Context: an optimization exercise on an open-source flow, tuned for small area, a short achievable clock period and few clock cycles per item. The choices shown serve that exercise and are no tape-out recipe.
Function was checked by simulation only, so behaviour that the tests miss may differ from the original.
Power and IR drop assume default switching activity.

==> job 154: inputs <==
==> flow/design.v <==
package ole_pkg;
  localparam logic [2:0] ACT_APPEND    = 3'd0;
  localparam logic [2:0] ACT_INSERT_AT = 3'd1;
  localparam logic [2:0] ACT_FIND      = 3'd2;
  localparam logic [2:0] ACT_READ_AT   = 3'd3;
  localparam logic [2:0] ACT_REMOVE_ID = 3'd4;
  localparam logic [2:0] ACT_REMOVE_AT = 3'd5;
  localparam logic [2:0] ACT_POP_FRONT = 3'd6;
  localparam logic [2:0] ACT_SCAN_SET  = 3'd7;
  localparam logic [1:0]  ST_OK        = 2'd0;
  localparam logic [1:0]  ST_FAIL      = 2'd1;
  localparam logic [1:0]  ST_NOT_FOUND = 2'd2;
  localparam logic [15:0] NO_ID  = 16'hFFFF;
  localparam logic [7:0]  NO_POS = 8'hFF;
endpackage
module ole_ctrl (
  input  logic [15:0] ent,
  input  logic [15:0] id,
  input  logic        occ,
  output logic        match
);
  assign match = (ent == id) && occ;
endmodule
module ole_nor2 (
  input  logic a,
  input  logic b,
  output logic y
);
  assign y = !(a || b);
endmodule
module ole_nand2 (
  input  logic a,
  input  logic b,
  output logic y
);
  assign y = !(a && b);
endmodule
module ole_inv (
  input  logic a,
  output logic y
);
  assign y = !a;
endmodule
module ole_and2 (
  input  logic a,
  input  logic b,
  output logic y
);
  assign y = a && b;
endmodule
module ole_ao21 (
  input  logic a,
  input  logic b,
  input  logic c,
  output logic y
);
  assign y = (a && b) || c;
endmodule
module ole_ao22 (
  input  logic a,
  input  logic b,
  input  logic c,
  input  logic d,
  output logic y
);
  assign y = (a && b) || (c && d);
endmodule
module ole_dp (
  input  logic s_prev,
  input  logic s_next,
  input  logic s_id,
  input  logic s_hold,
  input  logic d_prev,
  input  logic d_next,
  input  logic d_id,
  input  logic d_hold,
  output logic q
);
  assign q = (s_prev & d_prev) | (s_next & d_next) | (s_id & d_id) | (s_hold & d_hold);
endmodule
module ole_rd8 (
  input  logic [7:0] sel,
  input  logic [7:0] d,
  output logic       q
);
  assign q = |(sel & d);
endmodule
module ordered_list_engine #(
  parameter int DEPTH = 64
) (
  input  logic        clk,
  input  logic        rst_n,
  input  logic        start,
  output logic        busy,
  input  logic [2:0]  in_action,
  input  logic [15:0] in_mon_id,
  input  logic [7:0]  in_position,
  input  logic        in_last_of_set,
  output logic        out_valid,
  output logic [1:0]  out_status,
  output logic [15:0] out_id_out,
  output logic [7:0]  out_position_out,
  output logic [6:0]  out_count
);
  localparam int LG = $clog2(DEPTH);
  logic        v0;
  logic        f_app, f_ins, f_find, f_read, f_rmid, f_rmat, f_scan;
  logic        last0;
  logic [15:0] id0;
  logic [7:0]  pos0;
  assign busy = 1'b0;
  always_ff @(posedge clk) begin
    if (!rst_n) v0 <= 1'b0;
    else        v0 <= start;
  end
  logic [6:0] cnt_n;
  always_ff @(posedge clk) begin
    f_app  <= (in_action == ole_pkg::ACT_APPEND);
    f_ins  <= (in_action == ole_pkg::ACT_INSERT_AT);
    f_find <= (in_action == ole_pkg::ACT_FIND);
    f_read <= (in_action == ole_pkg::ACT_READ_AT);
    f_rmid <= (in_action == ole_pkg::ACT_REMOVE_ID);
    f_rmat <= (in_action == ole_pkg::ACT_REMOVE_AT) || (in_action == ole_pkg::ACT_POP_FRONT);
    f_scan <= (in_action == ole_pkg::ACT_SCAN_SET);
    last0  <= in_last_of_set;
    id0    <= in_mon_id;
    pos0   <= (in_action == ole_pkg::ACT_POP_FRONT) ? 8'd0 :
              (in_action == ole_pkg::ACT_APPEND)    ? {1'b0, cnt_n} : in_position;
  end
  logic [15:0]      ent [DEPTH];
  logic [6:0]       cnt;
  logic [DEPTH-1:0] lt_cnt, ge_pos, eq_pos, match, pm;
  logic [DEPTH-1:0] raw, match_n;
  logic             id_eq;
  logic [DEPTH-1:0] sel_id, sel_prev, sel_next;
  logic             pos_small, pos_le, pos_lt, full, found;
  logic             ins_ok, rm_ok;
  logic [5:0]       fpos;
  logic [15:0]      rd;
  assign pos_small = (pos0[7:6] == 2'b00);
  assign pos_le    = ({1'b0, pos0} <= {2'b00, cnt});
  assign pos_lt    = ({1'b0, pos0} <  {2'b00, cnt});
  assign full      = cnt[6];
  logic [7:0] gt_hi, eq_hi, ge_lo, eq_lo;
  for (genvar h = 0; h < 8; h++) begin : g_pd
    assign gt_hi[h] = pos_small && (3'(h) > pos0[5:3]);
    assign eq_hi[h] = pos_small && (3'(h) == pos0[5:3]);
    assign ge_lo[h] = (3'(h) >= pos0[2:0]);
    assign eq_lo[h] = (3'(h) == pos0[2:0]);
  end
  for (genvar i = 0; i < DEPTH; i++) begin : g_dec
    assign lt_cnt[i] = (7'(i) < cnt);
    ole_ao21 u_ge (.a(eq_hi[i/8]), .b(ge_lo[i%8]), .c(gt_hi[i/8]), .y(ge_pos[i]));
    ole_and2 u_eq (.a(eq_hi[i/8]), .b(eq_lo[i%8]), .y(eq_pos[i]));
    ole_ctrl u_cmp (
      .ent   (ent[i]),
      .id    (in_mon_id),
      .occ   (lt_cnt[i]),
      .match (raw[i])
    );
  end
  assign id_eq = (id0 == in_mon_id) && pos_le;
  always_ff @(posedge clk) match <= match_n;
  logic [DEPTH-1:0] kp [LG+1];
  assign kp[0] = match;
  for (genvar l = 0; l < LG; l++) begin : g_pl
    for (genvar i = 0; i < DEPTH; i++) begin : g_pi
      if (i >= (1 << l)) begin : g_c
        if (l % 2 == 0) begin : g_nor
          ole_nor2 u_g (.a(kp[l][i]), .b(kp[l][i - (1 << l)]), .y(kp[l+1][i]));
        end else begin : g_nand
          ole_nand2 u_g (.a(kp[l][i]), .b(kp[l][i - (1 << l)]), .y(kp[l+1][i]));
        end
      end else begin : g_p
        ole_inv u_g (.a(kp[l][i]), .y(kp[l+1][i]));
      end
    end
  end
  assign pm    = kp[LG];
  assign found = pm[DEPTH-1];
  logic [DEPTH-1:0] first;
  assign first = pm & ~{pm[DEPTH-2:0], 1'b0};
  always_comb begin
    fpos = '0;
    for (int i = 0; i < DEPTH; i++) fpos = fpos | (6'(i) & {6{first[i]}});
  end
  logic [15:0] rdg [DEPTH/8];
  for (genvar g = 0; g < DEPTH / 8; g++) begin : g_rd
    for (genvar b = 0; b < 16; b++) begin : g_rb
      ole_rd8 u_rd (
        .sel (eq_lo),
        .d   ({ent[8*g+7][b], ent[8*g+6][b], ent[8*g+5][b], ent[8*g+4][b],
               ent[8*g+3][b], ent[8*g+2][b], ent[8*g+1][b], ent[8*g][b]}),
        .q   (rdg[g][b])
      );
    end
  end
  always_comb begin
    rd = '0;
    for (int g = 0; g < DEPTH / 8; g++) rd = rd | (rdg[g] & {16{eq_hi[g]}});
  end
  logic ins_go, g_rmid, g_rmat;
  assign ins_go = v0 && (f_app || f_ins) && !full;
  assign ins_ok = ins_go && pos_le;
  assign rm_ok  = v0 && ((f_rmid && found) || (f_rmat && pos_lt));
  assign g_rmid = v0 && f_rmid;
  assign g_rmat = v0 && f_rmat;
  for (genvar i = 0; i < DEPTH; i++) begin : g_sel
    ole_and2 u_sid (.a(ins_go), .b(eq_pos[i]), .y(sel_id[i]));
    if (i == 0) begin : g_p0
      assign sel_prev[i] = 1'b0;
    end else begin : g_pn
      ole_and2 u_spr (.a(ins_go), .b(ge_pos[i-1]), .y(sel_prev[i]));
    end
    ole_ao22 u_snx (.a(g_rmid), .b(pm[i]), .c(g_rmat), .d(ge_pos[i]), .y(sel_next[i]));
  end
  for (genvar i = 0; i < DEPTH; i++) begin : g_cell
    logic [15:0] prev_w, next_w, nxt;
    logic        prev_m, next_m, hold;
    if (i == 0) begin : g_f
      assign prev_w = ent[i];
      assign prev_m = 1'b0;
    end else begin : g_pv
      assign prev_w = ent[i-1];
      assign prev_m = raw[i-1];
    end
    if (i == DEPTH - 1) begin : g_l
      assign next_w = ent[i];
      assign next_m = 1'b0;
    end else begin : g_nx
      assign next_w = ent[i+1];
      assign next_m = raw[i+1];
    end
    assign hold = !(sel_id[i] || sel_prev[i] || sel_next[i]);
    for (genvar b = 0; b < 16; b++) begin : g_bit
      ole_dp u_mux (
        .s_prev (sel_prev[i]),
        .s_next (sel_next[i]),
        .s_id   (sel_id[i]),
        .s_hold (hold),
        .d_prev (prev_w[b]),
        .d_next (next_w[b]),
        .d_id   (id0[b]),
        .d_hold (ent[i][b]),
        .q      (nxt[b])
      );
    end
    always_ff @(posedge clk) ent[i] <= nxt;
    ole_dp u_mmux (
      .s_prev (sel_prev[i]),
      .s_next (sel_next[i]),
      .s_id   (sel_id[i]),
      .s_hold (hold),
      .d_prev (prev_m),
      .d_next (next_m),
      .d_id   (id_eq),
      .d_hold (raw[i]),
      .q      (match_n[i])
    );
  end
  assign cnt_n = ins_ok ? (cnt + 7'd1) : (rm_ok ? (cnt - 7'd1) : cnt);
  always_ff @(posedge clk) begin
    if (!rst_n) cnt <= '0;
    else        cnt <= cnt_n;
  end
  logic        v1, scan1, last1, ok1, nf1, zid1;
  logic [15:0] d1;
  logic [7:0]  p1;
  always_ff @(posedge clk) begin
    if (!rst_n) v1 <= 1'b0;
    else        v1 <= v0;
  end
  always_ff @(posedge clk) begin
    scan1 <= f_scan;
    last1 <= last0;
    ok1   <= (f_app || f_ins) ? (pos_le && !full) :
             (f_read || f_rmat) ? pos_lt : found;
    nf1   <= f_find || f_rmid || f_scan;
    zid1  <= f_app || f_ins || f_find;
    d1    <= (f_read || f_rmat) ? rd : id0;
    p1    <= (f_find || f_rmid || f_scan) ? {2'b00, fpos} : pos0;
  end
  logic        bv, bv_n, upd;
  logic [15:0] bid, bid_n;
  logic [5:0]  bpos, bpos_n;
  logic        vo;
  logic [1:0]  st_n, st_o;
  logic [15:0] id_n, id_o;
  logic [7:0]  pos_n, pos_o;
  logic [6:0]  cnt_o;
  assign upd    = v1 && scan1 && ok1 && (!bv || (p1[5:0] < bpos));
  assign bv_n   = bv || upd;
  assign bid_n  = upd ? d1 : bid;
  assign bpos_n = upd ? p1[5:0] : bpos;
  always_comb begin
    if (scan1) begin
      st_n  = bv_n ? ole_pkg::ST_OK : ole_pkg::ST_NOT_FOUND;
      id_n  = bv_n ? bid_n : ole_pkg::NO_ID;
      pos_n = bv_n ? {2'b00, bpos_n} : ole_pkg::NO_POS;
    end else begin
      st_n  = ok1 ? ole_pkg::ST_OK : (nf1 ? ole_pkg::ST_NOT_FOUND : ole_pkg::ST_FAIL);
      id_n  = !ok1 ? ole_pkg::NO_ID : (zid1 ? 16'h0000 : d1);
      pos_n = ok1 ? p1 : ole_pkg::NO_POS;
    end
  end
  always_ff @(posedge clk) begin
    if (!rst_n) begin
      bv <= 1'b0;
      vo <= 1'b0;
    end else begin
      bv <= bv_n && !(v1 && scan1 && last1);
      vo <= v1 && (!scan1 || last1);
    end
  end
  always_ff @(posedge clk) begin
    bid   <= bid_n;
    bpos  <= bpos_n;
    st_o  <= st_n;
    id_o  <= id_n;
    pos_o <= pos_n;
    cnt_o <= cnt;
  end
  assign out_valid        = vo;
  assign out_status       = st_o;
  assign out_id_out       = id_o;
  assign out_position_out = pos_o;
  assign out_count        = cnt_o;
endmodule
==> flow/run.sh <==
#!/bin/bash
# synth_recipe.tcl (not shown) runs the flow's synth.tcl, then flattens the netlist and writes it again
# the make line also repeats each setting of config.mk as NAME=value (left out here)
make -C /OpenROAD-flow-scripts/flow DESIGN_CONFIG=/design/flow/config.mk WORK_HOME=/design/flow/orfs CLKGATE_MAP_FILE= SYNTH_SCRIPT=/design/flow/synth_recipe.tcl finish
==> flow/config.mk <==
export PLATFORM = sky130hd
export DESIGN_NAME = ordered_list_engine
export DESIGN_NICKNAME = ordered_list_engine
export VERILOG_FILES = /design/flow/design.v
export SDC_FILE = /design/flow/constraint.sdc
export NUM_CORES = 4
export LEC_CHECK = 0
export CAP_MARGIN = 20
export CELL_PAD_IN_SITES_DETAIL_PLACEMENT = 1
export CELL_PAD_IN_SITES_GLOBAL_PLACEMENT = 1
export CORE_MARGIN = 2
export CORE_UTILIZATION = 33
export PLACE_DENSITY = 0.45
export SETUP_SLACK_MARGIN = 3.4
export SLEW_MARGIN = 20
export SYNTH_HIERARCHICAL = 1
export SYNTH_MINIMUM_KEEP_SIZE = 0
==> flow/constraint.sdc <==
create_clock -name core_clock -period 6.5 [get_ports {clk}]
set_input_delay 1.3000 -clock core_clock [delete_from_list [all_inputs] [get_ports {clk}]]
set_output_delay 1.3000 -clock core_clock [all_outputs]
set_load 0.01 [all_outputs]
==> inputs of job 7695, as changes to job 154 <==
--- a/flow/config.mk
+++ b/flow/config.mk
@@ -12,4 +12,6 @@
 export CORE_UTILIZATION = 33
+export CTS_CLUSTER_DIAMETER = 90
+export CTS_CLUSTER_SIZE = 20
 export PLACE_DENSITY = 0.45
-export SETUP_SLACK_MARGIN = 3.4
+export SETUP_SLACK_MARGIN = 3.6
 export SLEW_MARGIN = 20
==> inputs of job 4955, as changes to job 154 <==
--- a/flow/config.mk
+++ b/flow/config.mk
@@ -12,2 +12,4 @@
 export CORE_UTILIZATION = 33
+export CTS_CLUSTER_DIAMETER = 90
+export CTS_CLUSTER_SIZE = 20
 export PLACE_DENSITY = 0.45
==> inputs of job 177, as changes to job 154 <==
--- a/flow/config.mk
+++ b/flow/config.mk
@@ -13,3 +13,3 @@
 export PLACE_DENSITY = 0.45
-export SETUP_SLACK_MARGIN = 3.4
+export SETUP_SLACK_MARGIN = 3.6
 export SLEW_MARGIN = 20
==> summary.md <==
| Metric | Value |
|---|---|
| Delay-heaviest family, CP | compound AO/OA/AOI/OAI gates |
| CP cell instances | buf_6, buf_4, nor3_4, buf_4, buf_12, a22oi_1, nand4_1, a22o_1, a221oi_2, a31oi_1 |
| Resized Gates After CTS | a little under 100 |
| Sw Pwr | between 6 and 7 mW |
| First-pass GRT wire length | between 600000 and 700000 µm |
| Rel. slew slack | 0.146 |
| Fraction of area in registers | 0.291 |
| WHS | approximately 0.33 ns |
| Clock H-tree levels | 4 |
| Layout area overhead | 21.3% |
| Layout Skew | approximately 0.026 ns |
| Area of the multi-input gates | roughly 46000 µm² |
| Commonest cells after routing, fill and taps aside | a22oi_1, nand2_1, dfxtp_1 |
| Via count | between 70000 and 80000 |
| Met1 usage | 0.507 |
| Critical Path Most Common Cell | buf_4 |
| Largest net degree at the start of global routing | 85 |
| Reg area | about 24000 µm² |
| Reg2reg path depth | 10 |
| Critical path startpoint | pos0[2]$_SDFF_PP0_ |
| Status | complete, no violations |
the above is filed under job 154

==> summary.md <==
| Metric | Value |
|---|---|
| Status | complete, no violations |
| Clock H-tree levels | 3 |
| Largest net degree at the start of global routing | 86 |
| Layout area overhead | 19.1% |
| Delay-heaviest family, CP | simple AND/OR/NAND/NOR gates |
| Via count | roughly 77000 |
| Critical Path Most Common Cell | nand2_1 |
| Rel. slew slack | 0.127 |
| Resized Gates After CTS | 98 |
| First-pass GRT wire length | roughly 620000 µm |
| Critical path startpoint | cnt[3]$_SDFF_PN0_ |
| Area of the multi-input gates | roughly 46000 µm² |
| RSZ-0062 raised after global routing | yes |
| Reg2reg path depth | 7 |
| CP cell instances | buf_4, nor2_1, o21ai_0, nand2_1, nor4_2, a22oi_1, nand2_1 |
| GR peak layer | met2 |
| WHS | between 0.3 and 0.4 ns |
| Sw Pwr | 6.45 mW |
| Commonest cells after routing, fill and taps aside | a22oi_1, nand2_1, dfxtp_1 |
| Reg area | roughly 24000 µm² |
| Layout Skew | about 0.043 ns |
the above is filed under job 4955

==> summary.md <==
| Metric | Value |
|---|---|
| Status | complete, no violations |
| Rel. slew slack | 0.268 |
| Via count | ~79000 |
| Clock H-tree levels | 3 |
| Area of the multi-input gates | about 46000 µm² |
| WHS | between 0.3 and 0.4 ns |
| Commonest cells after routing, fill and taps aside | a22oi_1, nand2_1, dfxtp_1 |
| Delay-heaviest family, CP | compound AO/OA/AOI/OAI gates |
| CP cell instances | buf_6, nand2_8, nor2_4, buf_12, a22oi_1, nand4_1, a22o_1, a221oi_2, a41oi_1 |
| Layout area overhead | 22.2% |
| Reg area | 24400 µm² |
the above is filed under job 7695

==> summary.md <==
| Metric | Value |
|---|---|
| Resized Gates After CTS | 302 |
| Rel. slew slack | 0.128 |
| Critical Path Most Common Cell | buf_6 |
| Via count | 78996 |
| Layout area overhead | 24.9% |
| Max Slew Vio Count | 0 |
| Worst R2R Start | pos0[2]$_SDFF_PP0_ |
| Reg2reg path depth | 10 |
| FFs w/ async S/R, synth | 0 |
| Commonest cells after routing, fill and taps aside | a22oi_1, nand2_1, dfxtp_1 |
| Reg area | 24400 µm² |
| Fraction of area in registers | 0.283 |
| Sw Pwr | ~6.6 mW |
| Clock H-tree levels | 4 |
| Delay-heaviest family, CP | compound AO/OA/AOI/OAI gates |
| Layout Skew | between 0.02 and 0.03 ns |
| Status | complete, no violations |
| Met1 usage | 0.516 |
| Area of the multi-input gates | 46400 µm² |
| First-pass GRT wire length | between 600000 and 700000 µm |
the above is filed under job 177

Testbench counts of job 154, summed over its fixed seeds: cycles 19,216, items 19,200.
Testbench counts of job 7695, summed over its fixed seeds: cycles 19,216, items 19,200.
Testbench counts of job 4955, summed over its fixed seeds: cycles 19,216, items 19,200.
Testbench counts of job 177, summed over its fixed seeds: cycles 19,216, items 19,200.

==> afterwards: timing with drivers on the ports <==
Ports are ideal in the flow. The routed layouts listed here were re-timed in OpenROAD. Step 1: set_driving_cell puts a clkbuf_16 on clk and a buf_2 on each other input, an assumption about the parent block. Step 2 times the ports against the registers' clock, not the clock port: input delays grow and output delays shrink by t, the midpoint of the rising clock arrivals with the driver on. a / b / c = ideal ports / drivers / drivers and shift; a / b = the first two.
run	shift t [ns]	setup slack, ns	worst data-port slew with drivers (ns)
job 154	0.917	3.272 / 3.272 / 2.441	0.07
job 7695	0.885	3.167 / 3.167 / 2.691	0.08
job 4955	0.889	3.316 / 3.316 / 2.498	0.08
job 177	0.921	3.359 / 3.359 / 2.646	0.07
After both steps setup and hold are still met in every run listed. The setup slack of job 154, which loses most, moves by 0.000 ns with the drivers and by -0.831 ns with both steps.
